Context: an optimization exercise on an open-source flow, tuned for small area and a short achievable clock period. The choices shown serve that exercise and are no tape-out recipe.
Only simulation tests tie the RTL to the original design; equivalence was not proved.
Power is estimated from default activity; no workload was simulated.

$ cat flow/config.mk
export PLATFORM = sky130hd
export DESIGN_NAME = apb_cordic_regfile
export DESIGN_NICKNAME = apb_cordic_regfile
export VERILOG_FILES = /design/flow/design.v
export SDC_FILE = /design/flow/constraint.sdc
export NUM_CORES = 4
export LEC_CHECK = 0
export CAP_MARGIN = 20
export CORE_AREA = 5 5 555 555
export DIE_AREA = 0 0 560 560
export SLEW_MARGIN = 20
$ cat flow/design.v
module apb_cordic_regfile #(
    parameter logic [4:0]  RST_XYFRACBASE    = 5'd16,
    parameter logic [4:0]  RST_PHASEFRACBASE = 5'd16,
    parameter logic [31:0] RST_XYBASEONE     = 32'h0001_0000,
    parameter logic [31:0] RST_SCALE_FACTOR  = 32'h0000_9B75
) (
    input  logic          clk,
    input  logic          rst_n,
    input  logic          psel,
    input  logic          penable,
    input  logic          pwrite,
    input  logic [7:0]    paddr,
    input  logic [31:0]   pwdata,
    output logic [31:0]   prdata,
    output logic          pready,
    output logic          pslverr,
    output logic          cordic_start,
    output logic [2:0]    cordic_func,
    output logic [31:0]   a,
    output logic [31:0]   b,
    output logic [31:0]   c,
    output logic [31:0]   d,
    output logic [4:0]    xyfracbase,
    output logic [4:0]    phasefracbase,
    output logic [31:0]   scale_factor,
    output logic [31:0]   xybaseone,
    output logic [1023:0] invtan_flat,
    input  logic [191:0]  res_flat,
    input  logic          write_op,
    output logic          irq
);
    logic [31:0] invtan [32];
    logic [31:0] outr [6];
    logic        busy, done, err, irq_en;
    logic [5:0]  idx;
    logic [2:0]  oi;
    logic [31:0] rd;
    logic        acc, unmapped, is_out, locked, bad_start, bad, we, start_ok, unused_ok;
    assign idx       = paddr[7:2];
    assign oi        = idx[2:0] - 3'd2;
    assign acc       = psel & penable;
    assign unmapped  = idx > 6'd16 && !idx[5];
    assign is_out    = idx >= 6'd10 && idx <= 6'd15;
    assign locked    = idx == 6'd0 || (idx >= 6'd2 && idx <= 6'd9) || idx[5];
    assign bad_start = idx == 6'd0 && pwdata[0] && pwdata[6:4] > 3'd4;
    assign bad       = unmapped | (pwrite & (is_out | (busy & locked) | bad_start));
    assign pslverr   = acc & bad;
    assign we        = acc & pwrite & ~bad;
    assign start_ok  = we && idx == 6'd0 && pwdata[0];
    assign pready    = 1'b1;
    assign unused_ok = &{1'b0, paddr[1:0]};
    genvar k;
    generate
        for (k = 0; k < 32; k++) begin : g_inv
            assign invtan_flat[32*k +: 32] = invtan[k];
        end
    endgenerate
    always_ff @(posedge clk) begin
        if (!rst_n) begin
            {a, b, c, d} <= '0;
            cordic_func   <= '0;
            xyfracbase    <= RST_XYFRACBASE;
            phasefracbase <= RST_PHASEFRACBASE;
            scale_factor  <= RST_SCALE_FACTOR;
            xybaseone     <= RST_XYBASEONE;
            cordic_start  <= 1'b0;
            busy          <= 1'b0;
            done          <= 1'b0;
            err           <= 1'b0;
            for (int i = 0; i < 32; i++) invtan[i] <= '0;
            for (int i = 0; i < 6; i++) outr[i] <= '0;
        end else begin
            if (we) begin
                case (idx)
                    6'd0: cordic_func <= pwdata[6:4];
                    6'd2: a <= pwdata;
                    6'd3: b <= pwdata;
                    6'd4: c <= pwdata;
                    6'd5: d <= pwdata;
                    6'd6: xyfracbase <= pwdata[4:0];
                    6'd7: phasefracbase <= pwdata[4:0];
                    6'd8: scale_factor <= pwdata;
                    6'd9: xybaseone <= pwdata;
                    default: if (idx[5]) invtan[idx[4:0]] <= pwdata;
                endcase
            end
            if (write_op)
                for (int i = 0; i < 6; i++) outr[i] <= res_flat[32*i +: 32];
            cordic_start <= start_ok;
            busy <= start_ok ? 1'b1 : write_op ? 1'b0 : busy;
            done <= write_op ? 1'b1 : start_ok ? 1'b0 : done & ~(we && idx == 6'd1 && pwdata[1]);
            err  <= pslverr | (err & ~(we && idx == 6'd1 && pwdata[2]));
        end
    end
    always_ff @(posedge clk) begin
        if (!rst_n) begin
            irq_en <= 1'b0;
            irq    <= 1'b0;
        end else begin
            if (we && idx == 6'd16) irq_en <= pwdata[0];
            irq <= irq_en & (done | err);
        end
    end
    always_comb begin
        rd = '0;
        case (idx)
            6'd0:  rd = {25'd0, cordic_func, 4'd0};
            6'd1:  rd = {29'd0, err, done, busy};
            6'd2:  rd = a;
            6'd3:  rd = b;
            6'd4:  rd = c;
            6'd5:  rd = d;
            6'd6:  rd = {27'd0, xyfracbase};
            6'd7:  rd = {27'd0, phasefracbase};
            6'd8:  rd = scale_factor;
            6'd9:  rd = xybaseone;
            6'd16: rd = {31'd0, irq_en};
            default: rd = is_out ? outr[oi] : idx[5] ? invtan[idx[4:0]] : 32'd0;
        endcase
        prdata = (psel & ~pwrite) ? rd : 32'd0;
    end
endmodule
$ cat flow/constraint.sdc
create_clock -name core_clock -period 5.0 [get_ports {clk}]
set_input_delay 1.0000 -clock core_clock [delete_from_list [all_inputs] [get_ports {clk}]]
set_output_delay 1.0000 -clock core_clock [all_outputs]
set_load 0.01 [all_outputs]
$ cat flow/run.sh
#!/bin/bash
# synth_recipe.tcl (not shown) runs the flow's synth.tcl, then flattens the netlist and writes it again
# the make line also repeats each setting of config.mk as NAME=value (left out here)
make -C /OpenROAD-flow-scripts/flow DESIGN_CONFIG=/design/flow/config.mk WORK_HOME=/design/flow/orfs CLKGATE_MAP_FILE= SYNTH_SCRIPT=/design/flow/synth_recipe.tcl finish
==> flow_summary.yaml <==
timing:
  worst_pin_slew_ps: 1150
  worst_slack_ps: 56.0
  fmax_mhz: 202
  fin_crit_ps: 4940
  finalClockSkew_ps: 35.1
  rsz0062_at_grt: "no"
  report.final.slew_viol_count: 0
  setup_viol: 0
  slew_headroom: 0.236
  fin_crit_sh: 0.989
  finalHoldViolCount: 0
pwr:
  p_total_mw: 29.9
  leakage_nw: 34.4
  powerDensity_nw_per_um2: 321
  vdd_drop_max_v: 0.000400
clock_tree:
  cts_root_buf: "clkbuf_16"
  cts_buffer_depth: 4
  cts_sinks: 1427
  cts_tree: "yes"
  worstSkewPairLatency_ps: 820
  htreeDepth: 4
  numCtsBuffers: 172
  postCtsHoldBufs: 0
  clk_pin_slew_ps: 60
synthesis:
  synth_warnings: 2
  synth_edf_count: 1024
  ys_async_sr_fraction: 0
  synthTopCellsByArea: "edfxtp_1 (49%), dfxtp_1 (13%), and2_1 (8.8%), mux4_2 (8.8%), mux2i_1 (4.8%)"
  yosys_most_used_dff: "edfxtp_1"
  yosysTopAreaCellShare: 0.486
  yosys.area.top_type: "edfxtp_1"
  ys_seq_elements: 1427
  synth_fa_ha_area_frac: 0.000593
  synthMuxAreaShare: 0.137
  ys_types: 65
  ys_seq_area_frac: 0.613
  synthCells: 4821
  synth-simple-area-share: 0.152
  netlist_top_cells_count: "edfxtp_1 (1024), and2_1 (892), dfxtp_1 (403), clkbuf_1 (334), mux2i_1 (302)"
  synth_compound_area_frac: 0.0650
  syn_avg_cell_area_sq_um: 13.1
  synth_top_family_by_area: "simple AND/OR/NAND/NOR gates"
  synth_fp_nets: 5062
  syn_area_sq_um: 63300
  synth_most_common_cell: "edfxtp_1"
  synthXorXnorAreaFrac: 0
cells_and_area:
  syn_to_final_growth_pct: 47.1
  drive_gt1_frac: 0.186
  fin_cells: 10700
  nNetsFinal: 6773
  fin_area_sq_um: 93100
  n_fill_cell: 30200
  final_util: 0.308
detailed_routing:
  drt_first_iter_violations: 7653
  ant_nets: 0
  route.detailed.wl_per_inst_um: 40.2
  drtPass1Iterations: 7
  wirelength_mm: 429
  vias_per_cell: 4.97
  post-route-drc-count: 0
  dr_total_vias: 53000
status:
  status: "finished clean"
worst_setup_path:
  required_ps: 4000
  worstPathCellList: "buf_16, buf_6, buf_4, mux4_2, a22oi_1, a21oi_1, buf_12, or4_1, clkdlybuf4s50_1"
  start_kind: "input port"
  crit_slowest_cell: "mux4_2"
  critical_path_class: "in2out"
  end_kind: "output port"
  cp.arrival_ps: 3940
  critPathMaxFanout: 7
  timing.critical_path.slowest_cell_delay_ps: 640
global_route:
  antenna_found_initial: 77
  grt_pass1_wl_mm: 546
  globalRoute.totalOverflow: 0
  grt_pass1_vias: 51700
  grt_max_degree: 129
  gr-usage-all-layers: 0.261
place:
  dpl.cell_count: 10300
  placed_cell_area_sq_um: 86900
  hpwl_mm: 334
  io_buffers: 1499
  routabilityCongestion: 0.942
  pre_cts_ws_ps: -1290
die:
  die_area_sq_um: 314000
  io_pins: 1503
  fp.coreArea_sq_um: 302000
  initial_core_util: 0.210
  die_h_um: 560
  rows: 202
  chipWidth_um: 560
hold_path:
  min_path_type: "reg2reg"
run:
  cap_violations: 0
## worst max-delay path, delay by kind of cell
| family | cells | cell delay, ps |
|---|---|---|
| buffers and inverters | 5 | 1290 |
| muxes | 1 | 640 |
| and+or+nand+nor | 1 | 520 |
| AOI/OAI and AO/OA | 2 | 360 |
## flip-flops by register name, summed over array words and instances, names as in the netlist
signal and flops:
xybaseone 32, busy 1, a 32, d 32
err 1, invtan 1024, phasefracbase 5, outr 192
cordic_func 3, irq_en 1, scale_factor 32, b 32
xyfracbase 5, cordic_start 1, done 1, c 32
irq 1
## layout by cell type (no fill, tap or decap), types with 174 or more instances in the layout
cell type        instances
nor2_1                 244
mux2i_1                297
nand3_1                199
mux4_2                 247
buf_4                  397
clkbuf_16              174
and2_1                 890
edfxtp_1              1024
o21ai_0                214
clkdlybuf4s50_1       1437
dfxtp_1                403
## routing by layer
layer	routed length, um	up-vias	track usage
li1	-	21400	-
met1	163000	27400	0.317
met4	18600	6	0.0966
met3	44600	561	0.0842
met5	34	-	0
met2	202000	3647	0.432
## per-stage QoR
step / hold WS, ps / setup TNS, ps
after floorplan: 438 / 0
after global placement: 468 / -13100
after detailed placement: 477 / -9810
after CTS: 486 / -19.2
after global routing: 519 / 0
final: 494 / 0
## area by class of cell
cell class / instances / area (sq um) / share of cell area
Multi-Input combinational cell: 2913 / 23300 / 0.250
Clock inverter: 79 / 893 / 0.00959
Timing Repair Buffer: 2009 / 20300 / 0.218
Clock buffer: 229 / 4740 / 0.0509
Antenna cell: 21 / 52.6 / 0.000564
Tap cell: 3978 / 4980 / 0.0534
Inverter: 9 / 43.8 / 0.000470
Sequential cell: 1427 / 38800 / 0.417
## kinds of logic (layout without fill, tap and decap cells)
group                    after synthesis  after routing
other                                  1             22
AO/OA/AOI/OAI                        634            634
adder cells (fa/ha/maj)                3              3
AND/OR/NAND/NOR                     1719           1719
flip-flops                          1427           1427
buffers and inverters                481           2326
multiplexers                         556            556
## repair_timing
| item | 4_1_cts | 5_1_grt |
|---|---|---|
| endpoints found under the setup margin | 30 | 19 |
| endpoints found under the hold margin | 0 | 0 |
| gates resized for setup | 59 | 25 |
| cloned | 3 | 0 |
| setup buffers | 3 | 0 |
| pin swaps | 1 | 3 |
## final timing paths
check            from            end  slack [ps]  cells after the start
max reg2reg      busy  invtan[1][30]        1620                      6
min reg2reg      a[9]           a[9]         490                      2
max          paddr[2]     prdata[17]          60                      9
min              a[9]           a[9]         490                      2
## power breakdown
part | internal (mW) | switching (mW) | total (mW)
clock network | 7.38 | 5.50 | 12.9
registers | 13.0 | 0.325 | 13.3
logic | 1.45 | 2.24 | 3.69

==> afterwards: timing with drivers on the ports <==
In the flow no input, the clock included, has a driving cell. The finished layout below was timed again as built, in two steps.
Step 1: set_driving_cell puts a clkbuf_16 on clk and a buf_2 on each other input, an assumption about the parent block.
Step 2 moves the port delays by t, midway between the first and last clock arrival at a register: inputs arrive t later, outputs are due t later. That takes back most of the time a late clock gives input paths.
a / b / c = ideal / step 1 / step 2; a / b = the first two.
t, ns: 0.918
setup WS [ns]: 0.056 / -0.209 / -0.219
worst register clock-pin slew, ns: 0.08 / 0.08
With both steps, setup timing fails in this run, where it was met with ideal ports. For this run, drivers alone change the setup slack by -0.265 ns; drivers and shift together by -0.275 ns.
